This design comes from an exercise in tuning for small area, a short achievable clock period and few clock cycles per item on the open sky130 flow, not from production work. In this exercise RTL edits were held to simulation tests only and were not proved equivalent to the original. No activity file was given, so power comes from the tool's default toggle rates.

===== config.mk =====
export PLATFORM = sky130hd
export DESIGN_NAME = proc_mc
export DESIGN_NICKNAME = proc_mc
export VERILOG_FILES = /design/flow/design.v
export SDC_FILE = /design/flow/constraint.sdc
export NUM_CORES = 4
export LEC_CHECK = 0
export ABC_CLOCK_PERIOD_IN_PS = 3000
export CAP_MARGIN = 20
export CORE_MARGIN = 2
export CORE_UTILIZATION = 40
export SETUP_SLACK_MARGIN = 5
export SLEW_MARGIN = 20

===== flow/run.sh =====
#!/bin/bash
# Standard ORFS layout, with repair_timing aiming for more setup slack.
set -euo pipefail
bash standard.sh SETUP_SLACK_MARGIN=6 finish > standard.log 2>&1

===== constraint.sdc =====
create_clock -name core_clock -period 9.0 [get_ports {clk}]
set_input_delay 1.8000 -clock core_clock [delete_from_list [all_inputs] [get_ports {clk}]]
set_output_delay 1.8000 -clock core_clock [all_outputs]
set_load 0.01 [all_outputs]

===== design.v =====
package proc_pkg;
    localparam logic [3:0] OP_NOP = 4'd0;
    localparam logic [3:0] OP_LD  = 4'd1;
    localparam logic [3:0] OP_STR = 4'd2;
    localparam logic [3:0] OP_BRA = 4'd3;
    localparam logic [3:0] OP_XOR = 4'd4;
    localparam logic [3:0] OP_ADD = 4'd5;
    localparam logic [3:0] OP_ROT = 4'd6;
    localparam logic [3:0] OP_SHF = 4'd7;
    localparam logic [3:0] OP_HLT = 4'd8;
    localparam logic [3:0] OP_CMP = 4'd9;
    localparam logic [2:0] BR_ALWAYS = 3'd0;
    localparam logic [2:0] BR_P      = 3'd1;
    localparam logic [2:0] BR_E      = 3'd2;
    localparam logic [2:0] BR_C      = 3'd3;
    localparam logic [2:0] BR_N      = 3'd4;
    localparam logic [2:0] BR_Z      = 3'd5;
    localparam logic [2:0] BR_NC     = 3'd6;
    localparam logic [2:0] BR_GT     = 3'd7;
    localparam int PSR_C = 0;
    localparam int PSR_P = 1;
    localparam int PSR_E = 2;
    localparam int PSR_N = 3;
    localparam int PSR_Z = 4;
endpackage
module proc_alu (
    input  logic [31:0] x,         
    input  logic [31:0] y,         
    input  logic        sel_add,   
    input  logic        sel_sh,    
    input  logic [4:0]  k,         
    input  logic        m_all,     
    input  logic        m_zero,    
    input  logic        m_pos,     
    input  logic        c_en,      
    output logic [31:0] result,
    output logic        carry
);
    logic [32:0] sum;
    logic [31:0] rot;
    logic [63:0] dbl;
    logic [31:0] mask;
    always_comb begin
        sum = {1'b0, x} + {1'b0, y};
        dbl = {x, x} << k;
        rot = dbl[63:32];
        for (int i = 0; i < 32; i++) begin
            mask[i] = m_all | (~m_zero & (m_pos ? (5'(i) >= k) : (5'(i) < k)));
        end
        if (sel_add)     result = sum[31:0];
        else if (sel_sh) result = rot & mask;
        else             result = x ^ y;
        if (sel_add)     carry = sum[32];
        else if (sel_sh) carry = c_en & (m_pos ? rot[0] : rot[31]);
        else             carry = 1'b0;
    end
endmodule
import proc_pkg::*;
module proc_mc
#(
    parameter  int BUSW   = 32,
    parameter  int RWORDS = 16,
    parameter  int IMMW   = 12,
    parameter  int PSRW   = 5,
    localparam int RINDW  = $clog2(RWORDS)
) (
    input  logic             clk,
    input  logic             rst,
    input  logic             in_valid,
    output logic             in_ready,
    input  logic [3:0]       opcode,
    input  logic             src_is_imm,
    input  logic [IMMW-1:0]  src_op,
    input  logic [RINDW-1:0] dst_op,
    output logic [BUSW-1:0]  res,
    output logic             res_valid,
    output logic [PSRW-1:0]  status,
    output logic             br_taken,
    output logic             halted,
    output logic             illegal
);
    logic [RWORDS-1:0][BUSW-1:0] rf_q;
    logic [RWORDS-1:0]           rfv_q;
    logic             hlt_acc_q;
    logic             a_v_q;
    logic [3:0]       a_op_q;
    logic             a_imm_q;
    logic [IMMW-1:0]  a_src_q;
    logic [RINDW-1:0] a_dst_q;
    logic             acc;
    assign in_ready = ~hlt_acc_q;
    assign acc      = in_valid & ~hlt_acc_q;
    always_ff @(posedge clk or posedge rst) begin
        if (rst) begin
            hlt_acc_q <= 1'b0;
            a_v_q     <= 1'b0;
        end else begin
            hlt_acc_q <= hlt_acc_q | (acc & (opcode == OP_HLT));
            a_v_q     <= acc;
        end
    end
    always_ff @(posedge clk) begin
        a_op_q  <= opcode;
        a_imm_q <= src_is_imm;
        a_src_q <= src_op;
        a_dst_q <= dst_op;
    end
    logic             e_v_q, e_wr_q, e_upd_q, e_bra_q, e_ill_q, e_hlt_q;
    logic [2:0]       e_cond_q;
    logic [RINDW-1:0] e_dst_q;
    logic [BUSW-1:0]  e_x_q, e_y_q;
    logic             e_add_q, e_sh_q, e_mall_q, e_mzero_q, e_mpos_q, e_cen_q;
    logic [4:0]       e_k_q;
    logic             w_v_q, w_wr_q, w_upd_q, w_bra_q, w_ill_q, w_hlt_q, w_c_q;
    logic [2:0]       w_cond_q;
    logic [RINDW-1:0] w_dst_q;
    logic [BUSW-1:0]  w_r_q;
    logic [BUSW-1:0]  alu_res;
    logic             alu_c;
    logic d_ld, d_str, d_bra, d_xor, d_add, d_rot, d_shf, d_hlt, d_cmp, d_ill;
    logic d_wr, d_upd, d_x_reg, d_y_reg;
    logic d_cnt_zero, d_cnt_pos, d_big;
    logic [RINDW-1:0] d_sidx;
    logic [BUSW-1:0]  d_xb, d_yb, d_x, d_y;
    logic [RWORDS-1:0] d_x_sel, d_y_sel;
    logic             d_x_w, d_y_w;
    logic d_x_fe, d_y_fe;
    always_comb begin
        d_ld  = (a_op_q == OP_LD);
        d_str = (a_op_q == OP_STR);
        d_bra = (a_op_q == OP_BRA);
        d_xor = (a_op_q == OP_XOR);
        d_add = (a_op_q == OP_ADD);
        d_rot = (a_op_q == OP_ROT);
        d_shf = (a_op_q == OP_SHF);
        d_hlt = (a_op_q == OP_HLT);
        d_cmp = (a_op_q == OP_CMP);
        d_ill = (a_op_q >= 4'd10);
        d_wr  = d_ld | d_xor | d_add | d_rot | d_shf | d_cmp;
        d_upd = d_wr | d_str;
        d_x_reg = d_str | d_xor | d_add | d_rot | d_shf;
        d_y_reg = (d_ld | d_xor | d_add | d_cmp) & ~a_imm_q;
        d_cnt_zero = (a_src_q == '0);
        d_cnt_pos  = ~a_src_q[IMMW-1] & ~d_cnt_zero;
        d_big      = a_src_q[IMMW-1] ? ((a_src_q[IMMW-2:5] != '1) | (a_src_q[4:0] == '0))
                                     : (a_src_q[IMMW-2:5] != '0);
        d_sidx = a_src_q[RINDW-1:0];
        d_x_w = d_x_reg & w_v_q & w_wr_q & (w_dst_q == a_dst_q);
        d_y_w = d_y_reg & w_v_q & w_wr_q & (w_dst_q == d_sidx);
        for (int r = 0; r < RWORDS; r++) begin
            d_x_sel[r] = d_x_reg & ~d_x_w & rfv_q[r] & (a_dst_q == RINDW'(r));
            d_y_sel[r] = d_y_reg & ~d_y_w & rfv_q[r] & (d_sidx  == RINDW'(r));
        end
        d_xb = {BUSW{d_x_w}} & w_r_q | {BUSW{d_cmp}};
        d_yb = {BUSW{d_y_w}} & w_r_q | ({BUSW{(d_ld | d_xor | d_add | d_cmp) & a_imm_q}} & BUSW'(a_src_q));
        for (int r = 0; r < RWORDS; r++) begin
            d_xb = d_xb | ({BUSW{d_x_sel[r]}} & rf_q[r]);
            d_yb = d_yb | ({BUSW{d_y_sel[r]}} & rf_q[r]);
        end
        d_x_fe = d_x_reg & e_v_q & e_wr_q & (e_dst_q == a_dst_q);
        d_y_fe = d_y_reg & e_v_q & e_wr_q & (e_dst_q == d_sidx);
        d_x = d_x_fe ? alu_res : d_xb;
        d_y = d_y_fe ? alu_res : d_yb;
    end
    always_ff @(posedge clk or posedge rst) begin
        if (rst) begin
            e_v_q <= 1'b0;
        end else begin
            e_v_q <= a_v_q;
        end
    end
    always_ff @(posedge clk) begin
        e_wr_q    <= d_wr;
        e_upd_q   <= d_upd;
        e_bra_q   <= d_bra;
        e_ill_q   <= d_ill;
        e_hlt_q   <= d_hlt;
        e_cond_q  <= a_src_q[2:0];
        e_dst_q   <= a_dst_q;
        e_x_q     <= d_x;
        e_y_q     <= d_y;
        e_add_q   <= d_add;
        e_sh_q    <= d_rot | d_shf;
        e_k_q     <= a_src_q[4:0];
        e_mall_q  <= ~d_shf | d_cnt_zero;
        e_mzero_q <= d_big;
        e_mpos_q  <= d_cnt_pos;
        e_cen_q   <= ~d_cnt_zero & ~(d_shf & d_big);
    end
    proc_alu u_alu (
        .x       (e_x_q),
        .y       (e_y_q),
        .sel_add (e_add_q),
        .sel_sh  (e_sh_q),
        .k       (e_k_q),
        .m_all   (e_mall_q),
        .m_zero  (e_mzero_q),
        .m_pos   (e_mpos_q),
        .c_en    (e_cen_q),
        .result  (alu_res),
        .carry   (alu_c)
    );
    always_ff @(posedge clk or posedge rst) begin
        if (rst) begin
            w_v_q <= 1'b0;
        end else begin
            w_v_q <= e_v_q;
        end
    end
    always_ff @(posedge clk) begin
        w_wr_q   <= e_wr_q;
        w_upd_q  <= e_upd_q;
        w_bra_q  <= e_bra_q;
        w_ill_q  <= e_ill_q;
        w_hlt_q  <= e_hlt_q;
        w_cond_q <= e_cond_q;
        w_dst_q  <= e_dst_q;
        w_r_q    <= alu_res;
        w_c_q    <= alu_c;
    end
    logic [4:0] psr_q, w_flags, w_psr;
    logic       w_cond;
    logic       o_v_q, o_br_q, o_ill_q, halted_q;
    logic [BUSW-1:0] o_res_q;
    logic [4:0] o_st_q;
    always_comb begin
        w_flags        = '0;
        w_flags[PSR_C] = w_c_q;
        w_flags[PSR_P] = ~^w_r_q;
        w_flags[PSR_E] = ~w_r_q[0];
        w_flags[PSR_N] = w_r_q[BUSW-1];
        w_flags[PSR_Z] = (w_r_q == '0);
        w_psr = w_upd_q ? w_flags : psr_q;
        case (w_cond_q)
            BR_ALWAYS: w_cond = 1'b1;
            BR_P:      w_cond = psr_q[PSR_P];
            BR_E:      w_cond = psr_q[PSR_E];
            BR_C:      w_cond = psr_q[PSR_C];
            BR_N:      w_cond = psr_q[PSR_N];
            BR_Z:      w_cond = psr_q[PSR_Z];
            BR_NC:     w_cond = ~psr_q[PSR_C];
            default:   w_cond = ~psr_q[PSR_N] & ~psr_q[PSR_Z];
        endcase
    end
    always_ff @(posedge clk or posedge rst) begin
        if (rst) begin
            psr_q    <= '0;
            rfv_q    <= '0;
            o_v_q    <= 1'b0;
            halted_q <= 1'b0;
        end else begin
            o_v_q <= w_v_q;
            if (w_v_q) begin
                psr_q <= w_psr;
                if (w_wr_q) rfv_q[w_dst_q] <= 1'b1;
                if (w_hlt_q) halted_q <= 1'b1;
            end
        end
    end
    for (genvar r = 0; r < RWORDS; r++) begin : g_rf
        always_ff @(posedge clk) begin
            if (w_v_q && w_wr_q && (w_dst_q == RINDW'(r))) rf_q[r] <= w_r_q;
        end
    end
    always_ff @(posedge clk) begin
        o_res_q <= w_r_q;
        o_st_q  <= w_psr;
        o_br_q  <= w_bra_q & w_cond;
        o_ill_q <= w_ill_q;
    end
    assign res       = o_res_q;
    assign res_valid = o_v_q;
    assign status    = PSRW'(o_st_q);
    assign br_taken  = o_br_q;
    assign illegal   = o_ill_q;
    assign halted    = halted_q;
endmodule

===== standard.sh =====
#!/bin/bash
# synth_recipe.tcl (not shown) runs the flow's synth.tcl, then flattens the netlist and writes it again
# the make line also repeats each setting of config.mk as NAME=value (left out here)
make -C /OpenROAD-flow-scripts/flow DESIGN_CONFIG=/design/flow/config.mk WORK_HOME=/design/flow/orfs CLKGATE_MAP_FILE= SYNTH_SCRIPT=/design/flow/synth_recipe.tcl "${@:-finish}"

==> results of run 1 <==
metal layers:
layer / global-route usage [%] / vias to the layer above / routed length (um)
li1: - / 11100 / -
met1: 41.3 / 13700 / 51100
met2: 47.0 / 2656 / 60300
met3: 10.5 / 644 / 21700
met4: 18.6 / 4 / 9090
met5: 0 / - / 26
power groups by stage:
stage	logic, mW	clock network [mW]	registers (mW)
finish	0.454	3.24	3.76
global route	0.476	3.38	3.76
CTS	0.431	3.25	3.75
detailed placement	0.411	0	3.82
global placement	0.408	0	3.82
floorplan	0.250	0	3.77
Yosys cell counts, types with 18 or more instances:
| cell | number |
|---|---|
| sky130_fd_sc_hd__a21o_1 | 18 |
| sky130_fd_sc_hd__a21oi_1 | 119 |
| sky130_fd_sc_hd__a221oi_1 | 105 |
| sky130_fd_sc_hd__a222oi_1 | 142 |
| sky130_fd_sc_hd__a22o_1 | 53 |
| sky130_fd_sc_hd__a22oi_1 | 137 |
| sky130_fd_sc_hd__a32oi_1 | 22 |
| sky130_fd_sc_hd__and3_1 | 25 |
| sky130_fd_sc_hd__and4_1 | 25 |
| sky130_fd_sc_hd__buf_2 | 67 |
| sky130_fd_sc_hd__clkbuf_1 | 103 |
| sky130_fd_sc_hd__dfrtp_1 | 27 |
| sky130_fd_sc_hd__dfxtp_1 | 189 |
| sky130_fd_sc_hd__edfxtp_1 | 512 |
| sky130_fd_sc_hd__ha_1 | 53 |
| sky130_fd_sc_hd__inv_1 | 83 |
| sky130_fd_sc_hd__mux2_2 | 50 |
| sky130_fd_sc_hd__mux2i_1 | 39 |
| sky130_fd_sc_hd__mux4_2 | 42 |
| sky130_fd_sc_hd__nand2_1 | 164 |
| sky130_fd_sc_hd__nand3_1 | 69 |
| sky130_fd_sc_hd__nand4_1 | 54 |
| sky130_fd_sc_hd__nor2_1 | 124 |
| sky130_fd_sc_hd__nor2b_1 | 18 |
| sky130_fd_sc_hd__nor3_1 | 40 |
| sky130_fd_sc_hd__o21ai_0 | 61 |
| sky130_fd_sc_hd__xnor2_1 | 49 |
per-stage QoR:
stage / hold WS, ns / total power, mW
after floorplan: 0.310 / 4.02
after CTS: 0.325 / 7.43
final: 0.324 / 7.45
after detailed placement: 0.312 / 4.23
after global routing: 0.327 / 7.62
after global placement: 0.312 / 4.23
cells by family (layout without fill, tap and decap cells):
kind of cell,count (synthesis),after routing
muxes,133,133
and+or+nand+nor,583,583
DFF,728,728
buffers and inverters,280,414
AOI/OAI and AO/OA,835,835
other,0,6
adders and majority gates,54,54
xor gates and xnor gates,63,63
path summary, 6_finish.rpt:
path                                   from                    to  slack, ns  cells past startpoint
setup / recovery           e_k_q[2]$_DFF_P_     e_x_q[12]$_DFF_P_       5.92                      9
hold / removal              e_ill_q$_DFF_P_       w_ill_q$_DFF_P_       0.32                      0
setup reg to reg           e_k_q[2]$_DFF_P_     e_x_q[12]$_DFF_P_       5.92                      9
hold reg to reg             e_ill_q$_DFF_P_       w_ill_q$_DFF_P_       0.32                      0
max in group asynchronous               rst       w_v_q$_DFF_PP0_       6.99                      2
min in group asynchronous               rst  psr_q[0]$_DFFE_PP0P_       1.58                      2
repair_timing:
action / CTS / global route
resized for setup: 270 / 103
gates cloned: 4 / 1
pin swaps: 13 / 15
endpoints found under the setup margin: 134 / 73
setup buffers: 18 / 14
area by class of cell:
class | count | area (um2) | share of cell area [%]
antenna | 6 | 15.0 | 0.0380
clock buffer | 112 | 2200 | 5.56
multi-input combinational | 1668 | 13600 | 34.4
inverter | 86 | 324 | 0.819
timing repair buffer | 182 | 1780 | 4.50
sequential | 728 | 19900 | 50.4
tap | 1080 | 1350 | 3.42
clock inverter | 34 | 344 | 0.870
flip-flops by register name (all words and copies together) (netlist names), 3 cells and up:
| name | count |
|---|---|
| a_dst_q | 4 |
| a_op_q | 4 |
| a_src_q | 12 |
| e_dst_q | 4 |
| e_k_q | 5 |
| e_x_q | 32 |
| e_y_q | 32 |
| o_res_q | 32 |
| o_st_q | 5 |
| psr_q | 5 |
| rf_q | 512 |
| rfv_q | 16 |
| w_cond_q | 3 |
| w_dst_q | 4 |
| w_r_q | 32 |
==> impl_summary.txt, run 1 <==
----------------------------------------------------
[Setup path]
  Startpoint Class ... flop
  Crit end category ... flop
  Req. time, crit path ... 9.43 ns
  CP max stage cell ... sky130_fd_sc_hd__mux4_2
  Crit-path max FO ... 12
  Delay-heaviest family, CP ... compound AO/OA/AOI/OAI gates
  Type of the setup path with the least slack ... flop to flop
  Worst-path cell chain ... buf_12, buf_4, mux2_2, mux4_2, o21ai_0, nand2_1, o221ai_2, a21o_1, a2bb2oi_2
  Arr. time, crit path ... 3.51 ns
  WP buf/inv ... 2
  Delay of the slowest cell on the worst path ... 0.51 ns

[Yosys]
  Cell taking the most area after synthesis ... sky130_fd_sc_hd__edfxtp_1
  Part of the Yosys area used for sequential elements ... 58.9%
  Syn avg cell area ... 12.6 um2
  Area share of fa/ha/maj cells after synthesis ... 2.03%
  Number of warnings reported in the yosys synthesis log ... 2
  Number of distinct standard cells referenced by the synthesized netlist ... 88
  Basic-gate share of the synthesized area counting and, or, nand and nor cells ... 8.68%
  Flip-flop and latch count after synthesis ... 728
  Mux contribution to synthesized area ... 5.76%
  Compound-Gate Fraction of Synth Area ... 19.5%
  Netlist area before placement ... 33600 um2
  Most common flop cell mapped by yosys ... sky130_fd_sc_hd__edfxtp_1
  Post-Synthesis Cells ... 2676
  XOR/XNOR Fraction of Synth Area ... 1.64%
  Post-synth EDFFs ... 512
  Net count of the mapped netlist ... 2754
  Cell types with the largest area share after synthesis ... sky130_fd_sc_hd__edfxtp_1 46%, sky130_fd_sc_hd__dfxtp_1 11%, sky130_fd_sc_hd__a222oi_1 4.2%
  Share of synthesized flip-flops with an asynchronous set or reset ... 3.71%
  Portion of synthesized cell area occupied by the leading cell type ... 45.7%
  Main combinational cell family by area after synthesis ... compound AO/OA/AOI/OAI gates

[Clock network]
  Clock transition at the registers of the reported paths ... 0.06 ns
  Number of buffers on the longest clock path ... 3
  Hold_buf cts ... 0
  Clock insertion delay at the later pin of the skew report ... 0.64 ns
  Number of clock buffers inserted by TritonCTS ... 79
  H-tree levels ... 3
  Number of sinks driven by the clock tree ... 728
  TritonCTS clock tree ... done
  Root buffer cell ... sky130_fd_sc_hd__clkbuf_16

[Detailed routing]
  Via Count ... 28100
  Vias/cell ... 7.21
  Residual DRC ... 0
  Initial detailed-routing violation count ... 6079
  Routed WL per cell ... 36.5 um
  Number of detailed-route iterations in the first pass ... 12
  Routed wire length ... 142000 um
  Final ANT Viol Nets ... 0

[Global route]
  Overall track demand over capacity in global routing ... 32.0%
  Global-route wire length before repair ... 198000 um
  Largest net degree at the start of global routing ... 64
  Antenna violations before repair ... 9
  Vias in the first global route ... 26900
  Total grt overflow ... 0

[STA]
  Normalized max-slew margin ... 33.1%
  Fraction of the cycle the final worst path needs ... 34.2%
  Total count of max-transition violations in the final report ... 0
  Final total negative setup slack ... 0 ns
  Transition time at the pin with the least slew margin ... 1.00 ns
  Setup repair after global routing missed its margin ... true
  Smallest setup slack after layout ... 5.92 ns
  Maximum clock frequency ... 325 MHz
  Finish-stage setup viols ... 0
  Post-layout minimum cycle time ... 3.08 ns
  Number of hold violations in the final report ... 0
  Clk_skew ... 0.0319 ns

[Finish]
  Finished Cell Area ... 39500 um2
  Most common cell after layout, fill and taps aside ... sky130_fd_sc_hd__edfxtp_1
  Final design utilization ... 47.4%
  Non-filler cells in the finished layout ... 3896
  Most frequent cells in the layout ... 512 x sky130_fd_sc_hd__edfxtp_1, 163 x sky130_fd_sc_hd__nand2_1, 147 x sky130_fd_sc_hd__dfxtp_1, 142 x sky130_fd_sc_hd__a222oi_1, 137 x sky130_fd_sc_hd__a22oi_1
  Area growth from synthesis to layout ... 17.5%
  Number of nets at the end of the flow ... 2823
  Proportion of layout cells with a drive suffix above 1 ... 20.2%
  Filler Cell Count ... 7266

[Pwr]
  Combinational fraction of design power ... 6.1%
  Part of the total power dissipated in the clock network ... 43.5%
  Total internal power ... 5.69 mW
  Register share of total power ... 50.4%
  Power per Cell Area ... 188 nW/um2
  Peak VDD IR ... 128 uV
  Switching share of power ... 23.6%
  Standby leakage power ... 13.4 nW
  Net Switching ... 1.76 mW

[Place]
  Input/output buffers ... 65
  Final GP Congestion ... 0.991
  Number of cells after detailed placement ... 3707
  Cell area after placement ... 35800 um2
  Minimum setup slack after placement ... 4.84 ns
  Half-perimeter wire length of the detailed placement result ... 82300 um

[Die]
  Placeable core area ... 83400 um2
  Die footprint ... 86500 um2
  Top-level I/O count ... 66
  Number of placement rows ... 106
  Initial core utilization ... 40.3%
  Y dimension of the die ... 294 um
  Horizontal extent of the die ... 294 um

[Worst hold path]
  Worst min-delay path class ... flop to flop

[Outcome]
  Status ... timing/DRC/antenna clean

[Flow run]
  Max-cap violations ... 0

----------------------------------------------------
Testbench counts, summed over its fixed seeds: cycles 16,032, items 16,000.
==> inputs of run 2 (changes only) <==
--- a/design.v
+++ b/design.v
@@ -82,5 +82,5 @@
     logic [RWORDS-1:0][BUSW-1:0] rf_q;
     logic [RWORDS-1:0]           rfv_q;
-    logic             hlt_acc_q;
+    logic             ready_q;
     logic             a_v_q;
     logic [3:0]       a_op_q;
@@ -89,12 +89,12 @@
     logic [RINDW-1:0] a_dst_q;
     logic             acc;
-    assign in_ready = ~hlt_acc_q;
-    assign acc      = in_valid & ~hlt_acc_q;
-    always_ff @(posedge clk or posedge rst) begin
-        if (rst) begin
-            hlt_acc_q <= 1'b0;
+    assign in_ready = ready_q;
+    assign acc      = in_valid & ready_q;
+    always_ff @(posedge clk or posedge rst) begin
+        if (rst) begin
+            ready_q   <= 1'b1;
             a_v_q     <= 1'b0;
         end else begin
-            hlt_acc_q <= hlt_acc_q | (acc & (opcode == OP_HLT));
+            if (acc && opcode == OP_HLT) ready_q <= 1'b0;
             a_v_q     <= acc;
         end
@@ -223,5 +223,4 @@
     logic       o_v_q, o_br_q, o_ill_q, halted_q;
     logic [BUSW-1:0] o_res_q;
-    logic [4:0] o_st_q;
     always_comb begin
         w_flags        = '0;
@@ -265,5 +264,4 @@
     always_ff @(posedge clk) begin
         o_res_q <= w_r_q;
-        o_st_q  <= w_psr;
         o_br_q  <= w_bra_q & w_cond;
         o_ill_q <= w_ill_q;
@@ -271,5 +269,5 @@
     assign res       = o_res_q;
     assign res_valid = o_v_q;
-    assign status    = PSRW'(o_st_q);
+    assign status    = PSRW'(psr_q);
     assign br_taken  = o_br_q;
     assign illegal   = o_ill_q;
--- a/config.mk
+++ b/config.mk
@@ -9,5 +9,7 @@
 export CAP_MARGIN = 20
 export CORE_MARGIN = 2
-export CORE_UTILIZATION = 40
+export CORE_UTILIZATION = 60
+export CTS_CLUSTER_DIAMETER = 100
+export CTS_CLUSTER_SIZE = 22
 export SETUP_SLACK_MARGIN = 5
 export SLEW_MARGIN = 20
==> impl_summary.txt, run 2 <==
----------------------------------------------------
[Setup path]
  Arr. time, crit path ... 3.66 ns (+0.15 ns)
  Delay of the slowest cell on the worst path ... 0.62 ns (+0.11 ns)
  Type of the setup path with the least slack ... flop to flop
  Worst-path cell chain ... ha_4, inv_2, fa_2, nor2b_1, o21ai_1, o21a_2, o31a_1, o31ai_4, xnor2_1, nand2_1, o21ai_4, a22oi_2
  Startpoint Class ... flop
  Crit-path max FO ... 4 (-8)
  Delay-heaviest family, CP ... compound AO/OA/AOI/OAI gates
  Req. time, crit path ... 9.45 ns (+0.02 ns)
  CP max stage cell ... sky130_fd_sc_hd__a22oi_2
  WP buf/inv ... 1 (-1)
  Crit end category ... flop

[Yosys]
  Synth cell count leaders ... 512 x sky130_fd_sc_hd__edfxtp_1, 216 x sky130_fd_sc_hd__a22oi_1, 184 x sky130_fd_sc_hd__dfxtp_1
  Flip-flop and latch count after synthesis ... 723 (-0.69%)
  Most common flop cell mapped by yosys ... sky130_fd_sc_hd__edfxtp_1
  Cell types with the largest area share after synthesis ... sky130_fd_sc_hd__edfxtp_1 46%, sky130_fd_sc_hd__dfxtp_1 11%, sky130_fd_sc_hd__a22oi_1 4.9%
  Post-Synthesis Cells ... 2561 (-4.3%)
  Portion of synthesized cell area occupied by the leading cell type ... 46.5% (+0.79 points)
  Number of distinct standard cells referenced by the synthesized netlist ... 94 (+6.8%)
  Net count of the mapped netlist ... 2639 (-4.2%)
  Number of warnings reported in the yosys synthesis log ... 2 (unchanged)
  Part of the Yosys area used for sequential elements ... 59.7% (+0.72 points)
  Share of synthesized flip-flops with an asynchronous set or reset ... 3.73% (+0.026 points)
  Cell with the most instances after synthesis ... sky130_fd_sc_hd__edfxtp_1
  Cell taking the most area after synthesis ... sky130_fd_sc_hd__edfxtp_1
  Netlist area before placement ... 33100 um2 (-1.7%)
  Syn avg cell area ... 12.9 um2 (+2.7%)
  Post-synth EDFFs ... 512 (unchanged)

[Pwr]
  Peak VDD IR ... 230 uV (+79%)
  Power per Cell Area ... 160 nW/um2 (-15%)
  Standby leakage power ... 14.1 nW (+5.1%)

[Die]
  Initial core utilization ... 60.4% (+20 points)
  Top-level I/O count ... 66 (unchanged)
  Y dimension of the die ... 239 um (-19%)
  Number of placement rows ... 86 (-19%)
  Placeable core area ... 54800 um2 (-34%)
  Horizontal extent of the die ... 239 um (-19%)
  Die footprint ... 57000 um2 (-34%)

[Global route]
  Vias in the first global route ... 25800 (-4.4%)
  Global-route wire length before repair ... 187000 um (-5.4%)
  Overall track demand over capacity in global routing ... 46.7% (+15 points)
  Largest net degree at the start of global routing ... 58 (-9.4%)
  Antenna violations before repair ... 14 (+5)
  Total grt overflow ... 0 (unchanged)

[Finish]
  Filler Cell Count ... 3780 (-48%)
  Most frequent cells in the layout ... 512 x sky130_fd_sc_hd__edfxtp_1, 206 x sky130_fd_sc_hd__a22oi_1, 148 x sky130_fd_sc_hd__dfxtp_1, 109 x sky130_fd_sc_hd__buf_4, 98 x sky130_fd_sc_hd__a221oi_1
  Max FFs per register ... 512 (unchanged)
  Area growth from synthesis to layout ... 15.8%
  Proportion of layout cells with a drive suffix above 1 ... 22.9% (+2.7 points)
  Register with the most flip-flops ... rf_q
  Number of nets at the end of the flow ... 2723 (-3.5%)
  Most common cell after layout, fill and taps aside ... sky130_fd_sc_hd__edfxtp_1
  Final design utilization ... 69.9% (+23 points)

[Detailed routing]
  Routed WL per cell ... 41.0 um (+12%)
  Number of detailed-route iterations in the first pass ... 10 (-2)
  Via Count ... 27500 (-2.1%)
  Final ANT Viol Nets ... 0 (unchanged)
  Vias/cell ... 8.12 (+13%)
  Residual DRC ... 0 (unchanged)
  Routed wire length ... 139000 um (-2.3%)
  Initial detailed-routing violation count ... 6194 (+1.9%)

[STA]
  Fraction of the cycle the final worst path needs ... 35.6% (+1.4 points)
  Maximum clock frequency ... 312 MHz (-4.0%)
  Finish-stage setup viols ... 0 (unchanged)
  Clk_skew ... 0.0379 ns (+0.00602 ns)
  Transition time at the pin with the least slew margin ... 0.979 ns (-0.0220 ns)
  Normalized max-slew margin ... 34.7% (+1.5 points)
  Number of hold violations in the final report ... 0 (unchanged)
  Total count of max-transition violations in the final report ... 0 (unchanged)
  Post-layout minimum cycle time ... 3.21 ns (+0.127 ns)
  Final total negative setup slack ... 0 ns (unchanged)
  Setup repair after global routing missed its margin ... true

[Clock network]
  Number of clock buffers inserted by TritonCTS ... 39 (-51%)
  TritonCTS clock tree ... done
  Number of buffers on the longest clock path ... 3 (unchanged)
  H-tree levels ... 2 (-1)
  Number of sinks driven by the clock tree ... 723 (-0.69%)
  Root buffer cell ... sky130_fd_sc_hd__clkbuf_16
  Clock transition at the registers of the reported paths ... 0.09 ns (+0.03 ns)
  Clock insertion delay at the later pin of the skew report ... 0.64 ns (about the same)
  Hold_buf cts ... 0 (unchanged)

[Outcome]
  Status ... timing/DRC/antenna clean

[Place]
  Half-perimeter wire length of the detailed placement result ... 73300 um (-11%)
  Input/output buffers ... 65 (unchanged)
  Final GP Congestion ... 0.956 (-3.6%)

[Worst hold path]
  Worst min-delay path class ... flop to flop

[Flow run]
  Max-cap violations ... 0 (unchanged)

----------------------------------------------------
==> run 2: where the power goes <==
part           leakage, nW  internal, mW  switching, mW
Sequential            7.43          3.61         0.0894
Clock                0.541         0.838           1.10
Combinational         6.11         0.181          0.293
==> run 2: repair_timing <==
| action | CTS | global route |
|---|---|---|
| setup buffers | 41 | 45 |
| resized for setup | 347 | 207 |
| endpoints found under the setup margin | 129 | 103 |
| cloned | 8 | 12 |
| hold endpoints to repair | 0 | 0 |
| pin swaps | 32 | 75 |
==> run 2: metrics by stage <==
stage / std cells / instance area, um2 / hold WS (ns) / total power, mW / setup WS, ns
final: 3386 / 38300 / 0.333 / 6.12 / 5.79
after global routing: 3383 / 38300 / 0.342 / 6.24 / 5.73
after CTS: 3322 / 37000 / 0.333 / 6.05 / 5.80
after detailed placement: 3202 / 34300 / 0.312 / 4.17 / 4.29
after global placement: 3202 / 34300 / 0.312 / 4.16 / 4.31
after floorplan: 2561 / 33100 / 0.310 / 3.97 / 6.16
==> run 2: cell families after synthesis <==
family,share of synthesized area [%]
AO/OA/AOI/OAI,20.5
XOR/XNOR,1.77
adder cells (fa/ha/maj),2.07
buffers and inverters,3.90
flip-flops,59.7
multiplexers,4.88
AND/OR/NAND/NOR,7.16
==> run 2: area by class of cell <==
type,count,area [um2],share of cell area [%]
Clock buffer,67,1080,2.82
Antenna cell,7,17.5,0.0457
Multi-Input combinational cell,1553,13600,35.4
Sequential cell,723,19800,51.7
Inverter,90,349,0.911
Clock inverter,4,61.3,0.160
Timing Repair inverter,2,15.0,0.0392
Timing Repair Buffer,236,2520,6.57
Tap cell,704,881,2.30
==> run 2: worst reg2reg max path, delay by kind of cell, from the launching register on <==
kind | cells | cell delay, ns
XOR/XNOR | 1 | 0.09
adder cells (fa/ha/maj) | 2 | 0.50
flip-flops | 1 | 0.36
AND/OR/NAND/NOR | 2 | 0.25
buffers and inverters | 1 | 0.04
AO/OA/AOI/OAI | 6 | 1.80
==> run 2: final timing paths <==
| kind | start | end | slack (ns) | cells past startpoint |
|---|---|---|---|---|
| setup / recovery | e_x_q[0]$_DFF_P_ | e_y_q[16]$_DFF_P_ | 5.79 | 12 |
| hold / removal | e_hlt_q$_DFF_P_ | w_hlt_q$_DFF_P_ | 0.33 | 0 |
| setup reg to reg | e_x_q[0]$_DFF_P_ | e_y_q[16]$_DFF_P_ | 5.79 | 12 |
| hold reg to reg | e_hlt_q$_DFF_P_ | w_hlt_q$_DFF_P_ | 0.33 | 0 |
| max in group asynchronous | rst | w_v_q$_DFF_PP0_ | 7.00 | 2 |
| min in group asynchronous | rst | rfv_q[15]$_DFFE_PP0P_ | 1.57 | 2 |
==> run 2: metal layers <==
| layer | global-route usage, % | up-vias | wire length, um |
|---|---|---|---|
| li1 | - | 10600 | - |
| met1 | 57.9 | 13200 | 45400 |
| met2 | 66.9 | 2918 | 56900 |
| met3 | 21.9 | 792 | 25500 |
| met4 | 27.5 | 8 | 10900 |
| met5 | 1.30 | - | 158 |
Testbench counts of run 2, summed over its fixed seeds: cycles 16,032, items 16,000.
==> inputs of run 3 (changes only) <==
--- a/config.mk
+++ b/config.mk
@@ -9,5 +9,5 @@
 export CAP_MARGIN = 20
 export CORE_MARGIN = 2
-export CORE_UTILIZATION = 60
+export CORE_UTILIZATION = 40
 export CTS_CLUSTER_DIAMETER = 100
 export CTS_CLUSTER_SIZE = 22
==> impl_summary.txt, run 3 <==
----------------------------------------------------
[Outcome]
  Status ... timing/DRC/antenna clean

[Detailed routing]
  Final ANT Viol Nets ... 0 (unchanged)
  Vias/cell ... 7.22 (-11%)
  Routed met2 length ... 57800 um (+1.5%)
  Number of detailed-route iterations in the first pass ... 9 (-1)
  Routed WL per cell ... 37.2 um (-9.3%)
  Initial detailed-routing violation count ... 5779 (-6.7%)
  Highest layer used for signal routing ... met5
  Residual DRC ... 0 (unchanged)
  Met1 layer wirelength in the final routing ... 51200 um (+13%)
  Routed wire length ... 139000 um (-0.16%)
  Met3 WL ... 21600 um (-15%)
  Via Count ... 26900 (-2.1%)

[Die]
  Y dimension of the die ... 292 um (+22%)
  Placeable core area ... 82000 um2 (+50%)
  Initial core utilization ... 40.3% (-20 points)
  Top-level I/O count ... 66 (unchanged)
  Die footprint ... 85000 um2 (+49%)
  Number of placement rows ... 105 (+22%)
  Horizontal extent of the die ... 292 um (+22%)

[Yosys]
  Post-synth EDFFs ... 512 (unchanged)
  Flip-flop and latch count after synthesis ... 723 (unchanged)
  Part of the Yosys area used for sequential elements ... 59.7% (unchanged)
  Cell types with the largest area share after synthesis ... sky130_fd_sc_hd__edfxtp_1 46%, sky130_fd_sc_hd__dfxtp_1 11%, sky130_fd_sc_hd__a22oi_1 4.9%
  Net count of the mapped netlist ... 2639 (unchanged)
  Netlist area before placement ... 33100 um2 (unchanged)
  Most common flop cell mapped by yosys ... sky130_fd_sc_hd__edfxtp_1
  Cell taking the most area after synthesis ... sky130_fd_sc_hd__edfxtp_1
  Number of distinct standard cells referenced by the synthesized netlist ... 94 (unchanged)
  Portion of synthesized cell area occupied by the leading cell type ... 46.5% (unchanged)
  Cell with the most instances after synthesis ... sky130_fd_sc_hd__edfxtp_1
  Share of synthesized flip-flops with an asynchronous set or reset ... 3.73% (unchanged)
  Synth cell count leaders ... 512 x sky130_fd_sc_hd__edfxtp_1, 216 x sky130_fd_sc_hd__a22oi_1, 184 x sky130_fd_sc_hd__dfxtp_1
  Post-Synthesis Cells ... 2561 (unchanged)
  Syn avg cell area ... 12.9 um2 (unchanged)
  Number of warnings reported in the yosys synthesis log ... 2 (unchanged)

[Setup path]
  Delay of the slowest cell on the worst path ... 0.55 ns (-0.07 ns)
  Delay-heaviest family, CP ... flip-flops
  Startpoint Class ... flop
  Req. time, crit path ... 7.20 ns (-2.25 ns)
  Arr. time, crit path ... 1.25 ns (-2.41 ns)
  CP max stage cell ... sky130_fd_sc_hd__dfstp_2
  Crit-path max FO ... 2 (-2)
  Worst-path cell chain ... buf_6
  WP buf/inv ... 1 (unchanged)
  Type of the setup path with the least slack ... flop to output port
  Crit end category ... output port

[Place]
  Half-perimeter wire length of the detailed placement result ... 76100 um (+3.8%)
  Minimum setup slack after placement ... 4.66 ns (+0.375 ns)
  Input/output buffers ... 65 (unchanged)
  Final GP Congestion ... 0.984 (+2.9%)

[Clock network]
  Number of clock buffers inserted by TritonCTS ... 41 (+5.1%)
  Number of buffers on the longest clock path ... 3 (unchanged)
  TritonCTS clock tree ... done
  Number of sinks driven by the clock tree ... 723 (unchanged)
  Clock insertion delay at the later pin of the skew report ... 0.62 ns (-0.02 ns)
  Root buffer cell ... sky130_fd_sc_hd__clkbuf_16
  Clock transition at the registers of the reported paths ... 0.09 ns (about the same)
  H-tree levels ... 2 (unchanged)

[Worst hold path]
  Worst min-delay path class ... flop to flop

[Pwr]
  Power per Cell Area ... 162 nW/um2 (+1.3%)
  Final Total Pwr ... 6.17 mW (+0.90%)
  Standby leakage power ... 13.9 nW (-1.1%)
  Peak VDD IR ... 105 uV (-54%)

[Global route]
  Vias in the first global route ... 25300 (-1.7%)
  Largest net degree at the start of global routing ... 56 (-3.4%)
  Total grt overflow ... 0 (unchanged)
  Overall track demand over capacity in global routing ... 31.1% (-16 points)
  Antenna violations before repair ... 8 (-6)
  Global-route wire length before repair ... 190000 um (+1.4%)

[Finish]
  Max FFs per register ... 512 (unchanged)
  Number of nets at the end of the flow ... 2703 (-0.73%)
  Most frequent cells in the layout ... 512 x sky130_fd_sc_hd__edfxtp_1, 205 x sky130_fd_sc_hd__a22oi_1, 153 x sky130_fd_sc_hd__dfxtp_1, 100 x sky130_fd_sc_hd__a221oi_1, 96 x sky130_fd_sc_hd__buf_4
  Area growth from synthesis to layout ... 15.3%
  Register with the most flip-flops ... rf_q
  Final design utilization ... 46.5% (-23 points)
  Proportion of layout cells with a drive suffix above 1 ... 20.7% (-2.2 points)
  Most common cell after layout, fill and taps aside ... sky130_fd_sc_hd__edfxtp_1
  Filler Cell Count ... 7200 (+90%)

[STA]
  Clk_skew ... 0.0343 ns (-0.00361 ns)
  Transition time at the pin with the least slew margin ... 1.01 ns (+0.0306 ns)
  Setup repair after global routing missed its margin ... true
  Smallest setup slack after layout ... 5.95 ns (+0.160 ns)
  Total count of max-transition violations in the final report ... 0 (unchanged)
  Maximum clock frequency ... 328 MHz (+5.3%)
  Post-layout minimum cycle time ... 3.05 ns (-0.160 ns)
  Post-route worst hold slack ... 0.333 ns (-0.000347 ns)
  Final total negative setup slack ... 0 ns (unchanged)
  Normalized max-slew margin ... 32.6% (-2.0 points)
  Finish-stage setup viols ... 0 (unchanged)
  Fraction of the cycle the final worst path needs ... 33.9% (-1.8 points)
  Number of hold violations in the final report ... 0 (unchanged)

[Flow run]
  Max-cap violations ... 0 (unchanged)

----------------------------------------------------
run 3: cell count changes in the layout (fill, tap and decap cells not counted), moves of 5 or more:
cell                        change
sky130_fd_sc_hd__a2111oi_2      +5
sky130_fd_sc_hd__a2111oi_4      -5
sky130_fd_sc_hd__a21oi_1        +9
sky130_fd_sc_hd__a21oi_2       -12
sky130_fd_sc_hd__buf_2          +9
sky130_fd_sc_hd__buf_4         -13
sky130_fd_sc_hd__clkbuf_2      -11
sky130_fd_sc_hd__dfxtp_1        +5
sky130_fd_sc_hd__dfxtp_4        -5
sky130_fd_sc_hd__ha_1           +6
sky130_fd_sc_hd__mux2i_1        +5
sky130_fd_sc_hd__nor2_1         +7
sky130_fd_sc_hd__nor2_4         -7
sky130_fd_sc_hd__o221ai_4       -6
run 3: area by class of cell:
cell class	count	area, um2	share of cell area [%]
repair inverters	1	5.00	0.0131
clock buffers	67	1130	2.97
repair buffers	219	2310	6.05
well taps	1070	1340	3.51
clock inverters	6	81.3	0.213
multi-input cells	1549	13100	34.4
diodes	3	7.51	0.0197
flip-flops and latches	723	19800	51.9
inverters	90	352	0.922
run 3: through the flow:
stage	std cells	area [um2]
after CTS	3685	37200
after floorplan	2561	33100
after global placement	3571	34800
after global routing	3725	38100
after detailed placement	3571	34800
final	3728	38100
run 3: kinds of logic after synthesis:
logic type / synth area share [%]
compound gates: 20.5
flops: 59.7
simple gates: 7.16
buf+inv: 3.90
mux: 4.88
xor+xnor: 1.77
fa+ha+maj: 2.07
run 3: power breakdown:
group          internal, mW  switching (mW)
clock network         0.890            1.15
registers              3.61          0.0941
logic                 0.170           0.257
run 3: repair_timing:
action / 4_1_cts / 5_1_grt
setup endpoints to repair: 125 / 95
pin swaps: 25 / 48
hold buffers: 0 / 0
gates cloned: 4 / 6
gates resized for setup: 314 / 156
setup buffers: 37 / 34
run 3: worst paths after layout:
check / from / to / slack, ns / depth (start not counted)
setup / recovery: ready_q$_DFFE_PP1P_ / in_ready / 5.95 / 1
hold / removal: w_ill_q$_DFF_P_ / o_ill_q$_DFF_P_ / 0.33 / 0
setup reg to reg: a_dst_q[2]$_DFF_P_ / e_x_q[6]$_DFF_P_ / 5.97 / 10
hold reg to reg: w_ill_q$_DFF_P_ / o_ill_q$_DFF_P_ / 0.33 / 0
max in group asynchronous: rst / w_v_q$_DFF_PP0_ / 6.96 / 2
min in group asynchronous: rst / psr_q[2]$_DFFE_PP0P_ / 1.59 / 2
run 3: per-layer routing:
layer	global-route usage [%]	vias up
li1	-	10500
met1	42.2	13200
met2	44.6	2593
met3	10.6	550
met4	14.5	10
met5	0.624	-
==> inputs of run 4 (changes only) <==
--- a/design.v
+++ b/design.v
@@ -82,5 +82,5 @@
     logic [RWORDS-1:0][BUSW-1:0] rf_q;
     logic [RWORDS-1:0]           rfv_q;
-    logic             ready_q;
+    logic             ready_q, hlt_q;
     logic             a_v_q;
     logic [3:0]       a_op_q;
@@ -89,12 +89,17 @@
     logic [RINDW-1:0] a_dst_q;
     logic             acc;
+    logic             a_x_e_q, a_y_e_q, a_x_w_q, a_y_w_q, a_x_rf_q, a_y_rf_q, a_y_imm_q;
     assign in_ready = ready_q;
-    assign acc      = in_valid & ready_q;
+    assign acc      = in_valid & ~hlt_q;
     always_ff @(posedge clk or posedge rst) begin
         if (rst) begin
             ready_q   <= 1'b1;
+            hlt_q     <= 1'b0;
             a_v_q     <= 1'b0;
         end else begin
-            if (acc && opcode == OP_HLT) ready_q <= 1'b0;
+            if (acc && opcode == OP_HLT) begin
+                ready_q <= 1'b0;
+                hlt_q   <= 1'b1;
+            end
             a_v_q     <= acc;
         end
@@ -119,11 +124,9 @@
     logic             alu_c;
     logic d_ld, d_str, d_bra, d_xor, d_add, d_rot, d_shf, d_hlt, d_cmp, d_ill;
-    logic d_wr, d_upd, d_x_reg, d_y_reg;
+    logic d_wr, d_upd;
     logic d_cnt_zero, d_cnt_pos, d_big;
     logic [RINDW-1:0] d_sidx;
     logic [BUSW-1:0]  d_xb, d_yb, d_x, d_y;
     logic [RWORDS-1:0] d_x_sel, d_y_sel;
-    logic             d_x_w, d_y_w;
-    logic d_x_fe, d_y_fe;
     always_comb begin
         d_ld  = (a_op_q == OP_LD);
@@ -139,6 +142,4 @@
         d_wr  = d_ld | d_xor | d_add | d_rot | d_shf | d_cmp;
         d_upd = d_wr | d_str;
-        d_x_reg = d_str | d_xor | d_add | d_rot | d_shf;
-        d_y_reg = (d_ld | d_xor | d_add | d_cmp) & ~a_imm_q;
         d_cnt_zero = (a_src_q == '0);
         d_cnt_pos  = ~a_src_q[IMMW-1] & ~d_cnt_zero;
@@ -146,20 +147,37 @@
                                      : (a_src_q[IMMW-2:5] != '0);
         d_sidx = a_src_q[RINDW-1:0];
-        d_x_w = d_x_reg & w_v_q & w_wr_q & (w_dst_q == a_dst_q);
-        d_y_w = d_y_reg & w_v_q & w_wr_q & (w_dst_q == d_sidx);
         for (int r = 0; r < RWORDS; r++) begin
-            d_x_sel[r] = d_x_reg & ~d_x_w & rfv_q[r] & (a_dst_q == RINDW'(r));
-            d_y_sel[r] = d_y_reg & ~d_y_w & rfv_q[r] & (d_sidx  == RINDW'(r));
-        end
-        d_xb = {BUSW{d_x_w}} & w_r_q | {BUSW{d_cmp}};
-        d_yb = {BUSW{d_y_w}} & w_r_q | ({BUSW{(d_ld | d_xor | d_add | d_cmp) & a_imm_q}} & BUSW'(a_src_q));
+            d_x_sel[r] = a_x_rf_q & rfv_q[r] & (a_dst_q == RINDW'(r));
+            d_y_sel[r] = a_y_rf_q & rfv_q[r] & (d_sidx  == RINDW'(r));
+        end
+        d_xb = {BUSW{a_x_w_q}} & w_r_q | {BUSW{d_cmp}};
+        d_yb = {BUSW{a_y_w_q}} & w_r_q | ({BUSW{a_y_imm_q}} & BUSW'(a_src_q));
         for (int r = 0; r < RWORDS; r++) begin
             d_xb = d_xb | ({BUSW{d_x_sel[r]}} & rf_q[r]);
             d_yb = d_yb | ({BUSW{d_y_sel[r]}} & rf_q[r]);
         end
-        d_x_fe = d_x_reg & e_v_q & e_wr_q & (e_dst_q == a_dst_q);
-        d_y_fe = d_y_reg & e_v_q & e_wr_q & (e_dst_q == d_sidx);
-        d_x = d_x_fe ? alu_res : d_xb;
-        d_y = d_y_fe ? alu_res : d_yb;
+        d_x = a_x_e_q ? alu_res : d_xb;
+        d_y = a_y_e_q ? alu_res : d_yb;
+    end
+    logic i_x_reg, i_y_reg, i_y_src, i_x_e, i_y_e, i_x_w, i_y_w;
+    always_comb begin
+        i_x_reg = (opcode == OP_STR) | (opcode == OP_XOR) | (opcode == OP_ADD) |
+                  (opcode == OP_ROT) | (opcode == OP_SHF);
+        i_y_src = (opcode == OP_LD) | (opcode == OP_XOR) | (opcode == OP_ADD) |
+                  (opcode == OP_CMP);
+        i_y_reg = i_y_src & ~src_is_imm;
+        i_x_e   = i_x_reg & a_v_q & d_wr & (a_dst_q == dst_op);
+        i_y_e   = i_y_reg & a_v_q & d_wr & (a_dst_q == src_op[RINDW-1:0]);
+        i_x_w   = i_x_reg & e_v_q & e_wr_q & (e_dst_q == dst_op);
+        i_y_w   = i_y_reg & e_v_q & e_wr_q & (e_dst_q == src_op[RINDW-1:0]);
+    end
+    always_ff @(posedge clk) begin
+        a_x_e_q   <= i_x_e;
+        a_y_e_q   <= i_y_e;
+        a_x_w_q   <= i_x_w;
+        a_y_w_q   <= i_y_w;
+        a_x_rf_q  <= i_x_reg & ~i_x_w;
+        a_y_rf_q  <= i_y_reg & ~i_y_w;
+        a_y_imm_q <= i_y_src & src_is_imm;
     end
     always_ff @(posedge clk or posedge rst) begin
==> flow/run.sh (replaced) <==
#!/bin/bash
# Standard ORFS layout, with repair_timing aiming for more setup slack.
set -euo pipefail
bash standard.sh SETUP_SLACK_MARGIN=6.3 finish > standard.log 2>&1
==> impl_summary.txt, run 4 <==
----------------------------------------------------
[Outcome]
  Status ... timing/DRC/antenna clean

[Clock network]
  Hold_buf cts ... 0 (unchanged)
  Number of sinks driven by the clock tree ... 730 (+0.97%)
  Root buffer cell ... sky130_fd_sc_hd__clkbuf_16
  Number of buffers on the longest clock path ... 3 (unchanged)
  H-tree levels ... 2 (unchanged)
  Number of clock buffers inserted by TritonCTS ... 41 (unchanged)
  Clock insertion delay at the later pin of the skew report ... 0.63 ns (about the same)
  TritonCTS clock tree ... done
  Clock transition at the registers of the reported paths ... 0.09 ns (about the same)

[Detailed routing]
  Initial detailed-routing violation count ... 5355 (-7.3%)
  Routed WL per cell ... 35.4 um (-4.9%)
  Residual DRC ... 0 (unchanged)
  Routed wire length ... 136000 um (-2.0%)
  Via Count ... 27200 (+0.95%)
  Final ANT Viol Nets ... 0 (unchanged)
  Number of detailed-route iterations in the first pass ... 8 (-1)
  Vias/cell ... 7.07 (-2.0%)

[Setup path]
  Worst-path cell chain ... buf_6
  Req. time, crit path ... 7.20 ns (about the same)
  Arr. time, crit path ... 1.26 ns (about the same)
  Delay-heaviest family, CP ... flip-flops
  Type of the setup path with the least slack ... flop to output port
  CP max stage cell ... sky130_fd_sc_hd__dfstp_2
  Startpoint Class ... flop
  WP buf/inv ... 1 (unchanged)
  Delay of the slowest cell on the worst path ... 0.55 ns (about the same)
  Crit-path max FO ... 2 (unchanged)
  Crit end category ... output port

[STA]
  Finish-stage setup viols ... 0 (unchanged)
  Post-route worst hold slack ... 0.332 ns (-0.000217 ns)
  Transition time at the pin with the least slew margin ... 1.14 ns (+0.132 ns)
  Clk_skew ... 0.0386 ns (+0.00431 ns)
  Setup repair after global routing missed its margin ... true
  Post-layout minimum cycle time ... 3.06 ns (+0.0107 ns)
  Fraction of the cycle the final worst path needs ... 34.0% (+0.12 points)
  Number of hold violations in the final report ... 0 (unchanged)
  Final total negative setup slack ... 0 ns (unchanged)
  Normalized max-slew margin ... 23.8% (-8.8 points)
  Total count of max-transition violations in the final report ... 0 (unchanged)
  Maximum clock frequency ... 327 MHz (-0.35%)

[Yosys]
  Most common flop cell mapped by yosys ... sky130_fd_sc_hd__edfxtp_1
  Synth cell count leaders ... 512 x sky130_fd_sc_hd__edfxtp_1, 289 x sky130_fd_sc_hd__a22oi_1, 190 x sky130_fd_sc_hd__dfxtp_1
  Number of distinct standard cells referenced by the synthesized netlist ... 82 (-13%)
  Portion of synthesized cell area occupied by the leading cell type ... 46.3% (-0.16 points)
  Post-Synthesis Cells ... 2720 (+6.2%)
  Post-synth EDFFs ... 512 (unchanged)
  Share of synthesized flip-flops with an asynchronous set or reset ... 3.84% (+0.10 points)
  Cell with the most instances after synthesis ... sky130_fd_sc_hd__edfxtp_1
  Cell types with the largest area share after synthesis ... sky130_fd_sc_hd__edfxtp_1 46%, sky130_fd_sc_hd__dfxtp_1 11%, sky130_fd_sc_hd__a22oi_1 6.5%
  Part of the Yosys area used for sequential elements ... 59.9% (+0.23 points)
  Flip-flop and latch count after synthesis ... 730 (+0.97%)
  Number of warnings reported in the yosys synthesis log ... 2 (unchanged)
  Syn avg cell area ... 12.2 um2 (-5.5%)
  Netlist area before placement ... 33200 um2 (+0.34%)
  Net count of the mapped netlist ... 2798 (+6.0%)
  Cell taking the most area after synthesis ... sky130_fd_sc_hd__edfxtp_1

[Die]
  Die footprint ... 85300 um2 (+0.34%)
  Placeable core area ... 82100 um2 (+0.16%)
  Y dimension of the die ... 292 um (+0.17%)
  Initial core utilization ... 40.4% (+0.073 points)
  Number of placement rows ... 105 (unchanged)
  Horizontal extent of the die ... 292 um (+0.17%)
  Top-level I/O count ... 66 (unchanged)

[Global route]
  Global-route wire length before repair ... 189000 um (-0.77%)
  Antenna violations before repair ... 8 (unchanged)
  Total grt overflow ... 0 (unchanged)
  Vias in the first global route ... 25800 (+1.7%)
  Largest net degree at the start of global routing ... 55 (-1.8%)
  Overall track demand over capacity in global routing ... 30.6% (-0.52 points)

[Place]
  Half-perimeter wire length of the detailed placement result ... 75300 um (-1.0%)
  Input/output buffers ... 65 (unchanged)
  Number of cells after detailed placement ... 3709 (+3.9%)
  Final GP Congestion ... 1.04 (+5.9%)

[Finish]
  Register with the most flip-flops ... rf_q
  Most frequent cells in the layout ... 512 x sky130_fd_sc_hd__edfxtp_1, 289 x sky130_fd_sc_hd__a22oi_1, 146 x sky130_fd_sc_hd__nor2_1, 139 x sky130_fd_sc_hd__a21oi_1, 132 x sky130_fd_sc_hd__nand2_1
  Final design utilization ... 45.6% (-0.89 points)
  Non-filler cells in the finished layout ... 3841 (+3.0%)
  Max FFs per register ... 512 (unchanged)
  Proportion of layout cells with a drive suffix above 1 ... 18.5% (-2.2 points)
  Number of nets at the end of the flow ... 2814 (+4.1%)
  Most common cell after layout, fill and taps aside ... sky130_fd_sc_hd__edfxtp_1
  Area growth from synthesis to layout ... 12.9%

[Flow run]
  Max-cap violations ... 0 (unchanged)

[Worst hold path]
  Worst min-delay path class ... flop to flop

[Pwr]
  Power per Cell Area ... 181 nW/um2 (+12%)
  Standby leakage power ... 13.0 nW (-6.4%)
  Final Total Pwr ... 6.77 mW (+9.7%)
  Peak VDD IR ... 142 uV (+35%)

----------------------------------------------------
## run 4: stage by stage
stage / setup WS [ns] / instance area, um2
after floorplan: 6.37 / 33200
after global placement: 5.71 / 34900
after detailed placement: 5.74 / 34900
after CTS: 5.92 / 36800
after global routing: 5.91 / 37500
final: 5.94 / 37500
## run 4: what timing repair did
| item | in CTS | in global routing |
|---|---|---|
| endpoints found under the setup margin | 140 | 110 |
| resized for setup | 333 | 127 |
| gates cloned | 2 | 3 |
| pin swaps | 18 | 36 |
| buffers inserted | 26 | 23 |
## run 4: cells by family after synthesis
group           share of synthesized area, %
flops                                   59.9
compound gates                          19.8
simple gates                            8.63
buf+inv                                 3.57
mux                                     4.28
xor+xnor                                1.74
fa+ha+maj                               2.06
## run 4: cell type report
cell class	instances	area, um2
fillers	7279	44600
flip-flops and latches	730	20000
multi-input cells	1693	12900
repair buffers	183	1660
well taps	1070	1340
clock buffers	67	1120
inverters	86	334
clock inverters	9	119
repair inverters	1	7.51
diodes	2	5.00
## run 4: worst paths after layout
| check | slack [ns] | depth (start not counted) | startpoint | end |
|---|---|---|---|---|
| setup / recovery | 5.94 | 1 | ready_q$_DFFE_PP1P_ | in_ready |
| hold / removal | 0.33 | 0 | e_hlt_q$_DFF_P_ | w_hlt_q$_DFF_P_ |
| setup reg to reg | 6.27 | 12 | e_y_q[10]$_DFF_P_ | e_x_q[23]$_DFF_P_ |
| hold reg to reg | 0.33 | 0 | e_hlt_q$_DFF_P_ | w_hlt_q$_DFF_P_ |
| max in group asynchronous | 6.98 | 2 | rst | psr_q[2]$_DFFE_PP0P_ |
| min in group asynchronous | 1.57 | 2 | rst | hlt_q$_DFFE_PP0P_ |
## run 4: report_power, final
| group | switching, mW | internal (mW) |
|---|---|---|
| Clock | 1.15 | 0.888 |
| Sequential | 0.218 | 3.76 |
| Combinational | 0.434 | 0.318 |
| Total | 1.81 | 4.97 |
## run 4: per-layer routing
| metal | up-vias | track usage, % | share of wire [%] |
|---|---|---|---|
| met2 | 2441 | 44.4 | 42 |
| met3 | 559 | 8.94 | 15 |
| met4 | 8 | 14.3 | 5.7 |
| met5 | - | 0.454 | 0.076 |
| li1 | 10800 | - | - |
| met1 | 13300 | 42.0 | 37 |
Testbench counts of run 4, summed over its fixed seeds: cycles 16,032, items 16,000.
==> inputs of run 5 (changes only) <==
==> flow/run.sh (replaced) <==
#!/bin/bash
# Standard ORFS layout, with repair_timing aiming for more setup slack.
set -euo pipefail
bash standard.sh SETUP_SLACK_MARGIN=6 finish > standard.log 2>&1
==> impl_summary.txt, run 5 <==
----------------------------------------------------
[STA]
  Total count of max-transition violations in the final report ... 0 (unchanged)
  Clk_skew ... 0.0457 ns (+0.00710 ns)
  Normalized max-slew margin ... 24.9% (+1.1 points)
  Fraction of the cycle the final worst path needs ... 33.9% (-0.042 points)
  Post-layout minimum cycle time ... 3.05 ns (-0.00381 ns)
  Number of hold violations in the final report ... 0 (unchanged)
  Setup repair after global routing missed its margin ... true
  Maximum clock frequency ... 327 MHz (+0.12%)
  Post-route worst hold slack ... 0.332 ns (-0.0000610 ns)
  Final total negative setup slack ... 0 ns (unchanged)
  Finish-stage setup viols ... 0 (unchanged)
  Transition time at the pin with the least slew margin ... 1.13 ns (-0.0163 ns)

[Yosys]
  Cell types with the largest area share after synthesis ... sky130_fd_sc_hd__edfxtp_1 46%, sky130_fd_sc_hd__dfxtp_1 11%, sky130_fd_sc_hd__a22oi_1 6.5%
  Cell taking the most area after synthesis ... sky130_fd_sc_hd__edfxtp_1
  Part of the Yosys area used for sequential elements ... 59.9% (unchanged)
  Net count of the mapped netlist ... 2798 (unchanged)
  Share of synthesized flip-flops with an asynchronous set or reset ... 3.84% (unchanged)
  Synth cell count leaders ... 512 x sky130_fd_sc_hd__edfxtp_1, 289 x sky130_fd_sc_hd__a22oi_1, 190 x sky130_fd_sc_hd__dfxtp_1
  Post-synth EDFFs ... 512 (unchanged)
  Number of warnings reported in the yosys synthesis log ... 2 (unchanged)
  Post-Synthesis Cells ... 2720 (unchanged)
  Portion of synthesized cell area occupied by the leading cell type ... 46.3% (unchanged)
  Syn avg cell area ... 12.2 um2 (unchanged)
  Cell with the most instances after synthesis ... sky130_fd_sc_hd__edfxtp_1
  Most common flop cell mapped by yosys ... sky130_fd_sc_hd__edfxtp_1
  Flip-flop and latch count after synthesis ... 730 (unchanged)
  Netlist area before placement ... 33200 um2 (unchanged)
  Number of distinct standard cells referenced by the synthesized netlist ... 82 (unchanged)

[Global route]
  Vias in the first global route ... 25500 (-1.1%)
  Global-route wire length before repair ... 187000 um (-0.72%)
  Total grt overflow ... 0 (unchanged)
  Overall track demand over capacity in global routing ... 30.4% (-0.19 points)
  Antenna violations before repair ... 7 (-1)
  Largest net degree at the start of global routing ... 55 (unchanged)

[Pwr]
  Net Switching ... 1.78 mW (-1.6%)
  Part of the total power dissipated in the clock network ... 30.5% (+0.4 points)
  Power per Cell Area ... 184 nW/um2 (+2.0%)
  Standby leakage power ... 12.7 nW (-2.5%)
  Switching share of power ... 26.6% (-0.11 points)
  Total internal power ... 4.92 mW (-1.0%)
  Combinational fraction of design power ... 10.2% (-0.9 points)
  Peak VDD IR ... 143 uV (+0.91%)
  Register share of total power ... 59.4% (+0.6 points)

[Setup path]
  Type of the setup path with the least slack ... flop to output port
  Delay-heaviest family, CP ... flip-flops
  Worst-path cell chain ... buf_6
  Req. time, crit path ... 7.20 ns (about the same)
  CP max stage cell ... sky130_fd_sc_hd__dfstp_2
  Arr. time, crit path ... 1.25 ns (about the same)
  Crit end category ... output port
  WP buf/inv ... 1 (unchanged)
  Delay of the slowest cell on the worst path ... 0.55 ns (about the same)
  Startpoint Class ... flop
  Crit-path max FO ... 2 (unchanged)

[Finish]
  Non-filler cells in the finished layout ... 3795 (-1.2%)
  Number of nets at the end of the flow ... 2768 (-1.6%)
  Area growth from synthesis to layout ... 9.38%
  Most frequent cells in the layout ... 512 x sky130_fd_sc_hd__edfxtp_1, 289 x sky130_fd_sc_hd__a22oi_1, 158 x sky130_fd_sc_hd__dfxtp_1, 157 x sky130_fd_sc_hd__nor2_1, 152 x sky130_fd_sc_hd__a21oi_1
  Most common cell after layout, fill and taps aside ... sky130_fd_sc_hd__edfxtp_1
  Proportion of layout cells with a drive suffix above 1 ... 12.6% (-5.9 points)
  Register with the most flip-flops ... rf_q
  Filler Cell Count ... 7366 (+1.2%)
  Finished Cell Area ... 36300 um2 (-3.1%)
  Max FFs per register ... 512 (unchanged)

[Die]
  Number of placement rows ... 105 (unchanged)
  Horizontal extent of the die ... 292 um (unchanged)
  Top-level I/O count ... 66 (unchanged)
  Initial core utilization ... 40.4% (unchanged)
  Y dimension of the die ... 292 um (unchanged)
  Die footprint ... 85300 um2 (unchanged)
  Placeable core area ... 82100 um2 (unchanged)

[Clock network]
  TritonCTS clock tree ... done
  Number of buffers on the longest clock path ... 3 (unchanged)
  Root buffer cell ... sky130_fd_sc_hd__clkbuf_16
  Number of clock buffers inserted by TritonCTS ... 41 (unchanged)
  H-tree levels ... 2 (unchanged)
  Clock transition at the registers of the reported paths ... 0.09 ns (about the same)
  Number of sinks driven by the clock tree ... 730 (unchanged)
  Hold_buf cts ... 0 (unchanged)
  Clock insertion delay at the later pin of the skew report ... 0.63 ns (about the same)

[Detailed routing]
  Vias/cell ... 7.04 (-0.47%)
  Number of detailed-route iterations in the first pass ... 8 (unchanged)
  Residual DRC ... 0 (unchanged)
  Routed WL per cell ... 35.3 um (-0.26%)
  Final ANT Viol Nets ... 0 (unchanged)
  Via Count ... 26700 (-1.7%)
  Routed wire length ... 134000 um (-1.5%)
  Initial detailed-routing violation count ... 5424 (+1.3%)

[Flow run]
  Max-cap violations ... 0 (unchanged)

[Place]
  Input/output buffers ... 65 (unchanged)
  Final GP Congestion ... 1.04 (unchanged)
  Cell area after placement ... 34900 um2 (unchanged)
  Half-perimeter wire length of the detailed placement result ... 75300 um (unchanged)
  Number of cells after detailed placement ... 3709 (unchanged)

[Worst hold path]
  Worst min-delay path class ... flop to flop

[Outcome]
  Status ... timing/DRC/antenna clean

----------------------------------------------------
-- run 5: cell counts after synthesis --
No cell type changed its count.
-- run 5: worst paths after layout --
| path | start | endpoint | slack, ns | cells after the start |
|---|---|---|---|---|
| max | ready_q$_DFFE_PP1P_ | in_ready | 5.95 | 1 |
| min | e_hlt_q$_DFF_P_ | w_hlt_q$_DFF_P_ | 0.33 | 0 |
| max reg2reg | e_x_q[13]$_DFF_P_ | e_y_q[25]$_DFF_P_ | 6.02 | 10 |
| min reg2reg | e_hlt_q$_DFF_P_ | w_hlt_q$_DFF_P_ | 0.33 | 0 |
| max in group asynchronous | rst | psr_q[2]$_DFFE_PP0P_ | 6.98 | 2 |
| min in group asynchronous | rst | hlt_q$_DFFE_PP0P_ | 1.58 | 2 |
-- run 5: cells by family (layout without fill, tap and decap cells) --
kind of cell / count (synthesis) / in the layout / synth area share, %
compound gates: 897 / 897 / 19.8
mux: 84 / 84 / 4.28
buf+inv: 297 / 300 / 3.57
flops: 730 / 730 / 59.9
simple gates: 592 / 592 / 8.63
fa+ha+maj: 54 / 54 / 2.06
other cells: 0 / 2 / 0
xor+xnor: 66 / 66 / 1.74
-- run 5: stage by stage --
stage / total power, mW / setup slack (ns) / utilization [%]
3_3_place_gp: 4.70 / 5.71 / 42.5
2_1_floorplan: 4.34 / 6.37 / -
6_report: 6.69 / 5.95 / 44.2
3_5_place_dp: 4.71 / 5.74 / 42.5
5_1_grt: 6.88 / 5.91 / 44.2
4_1_cts: 6.69 / 5.89 / 44.1
-- run 5: worst reg2reg max path: stages (launching register included) --
cell and delay [ns]:
sky130_fd_sc_hd__dfxtp_1 0.43, sky130_fd_sc_hd__ha_1 0.49, sky130_fd_sc_hd__and4_1 0.28, sky130_fd_sc_hd__and2_1 0.18
sky130_fd_sc_hd__nand3_1 0.08, sky130_fd_sc_hd__o221a_2 0.27, sky130_fd_sc_hd__a31oi_2 0.34, sky130_fd_sc_hd__o21ai_0 0.11
sky130_fd_sc_hd__nor2b_1 0.16, sky130_fd_sc_hd__a311o_2 0.36, sky130_fd_sc_hd__a21oi_1 0.19
-- run 5: per-layer routing --
metal  part of all wire, %  wire length, um  global-route usage [%]
met1                    37            50100                    41.8
met2                    42            56000                    44.0
met3                    15            20400                    9.09
met4                   5.5             7380                    13.9
met5                 0.031               41                   0.227
-- run 5: power by group through the flow --
stage,clock (mW),combinational [mW],sequential (mW)
detailed placement,0,0.674,4.04
global placement,0,0.668,4.04
global route,2.17,0.721,3.98
floorplan,0,0.398,3.94
finish,2.04,0.681,3.97
CTS,2.06,0.668,3.96
-- run 5: area by class of cell --
| class | count | area [um2] | share of cell area, % |
|---|---|---|---|
| inverters | 86 | 324 | 0.893 |
| well taps | 1070 | 1340 | 3.69 |
| diodes | 2 | 5.00 | 0.0138 |
| repair buffers | 138 | 1100 | 3.04 |
| multi-input cells | 1693 | 12400 | 34.0 |
| clock buffers | 67 | 1120 | 3.10 |
| clock inverters | 9 | 119 | 0.327 |
| flip-flops and latches | 730 | 19900 | 54.9 |
-- run 5: what timing repair did --
item / 4_1_cts / 5_1_grt
buffers inserted: 5 / 2
pin swaps: 2 / 4
resized for setup: 165 / 50
setup endpoints to repair: 90 / 70

## re-timing with driven ports
Ports are ideal in the flow. The routed layouts listed here were re-timed in OpenROAD.
Step 1 assumes that a clkbuf_16 drives the clock port and a buf_2 every other input.
Step 2 also shifts input and output timing later by t, the mid clock arrival at the registers, as if the neighbouring blocks saw the same clock.
a / b / c = ideal ports / drivers / drivers and shift; a / b = the first two.
run	t, ns	setup WS [ns]	hold slack, ns
run 1	0.690	5.919 / 5.919 / 5.919	0.324 / 0.324 / 0.324
run 2	0.684	5.792 / 5.792 / 5.792	0.333 / 0.333 / 0.333
run 3	0.661	5.953 / 5.889 / 5.974	0.333 / 0.333 / 0.333
run 4	0.684	5.942 / 5.874 / 5.873	0.332 / 0.332 / 0.332
run 5	0.682	5.946 / 5.876 / 5.871	0.332 / 0.332 / 0.332
After both steps setup and hold are still met in every run listed. The setup slack of run 5, which loses most, moves by -0.070 ns with the drivers and by -0.075 ns with both steps.
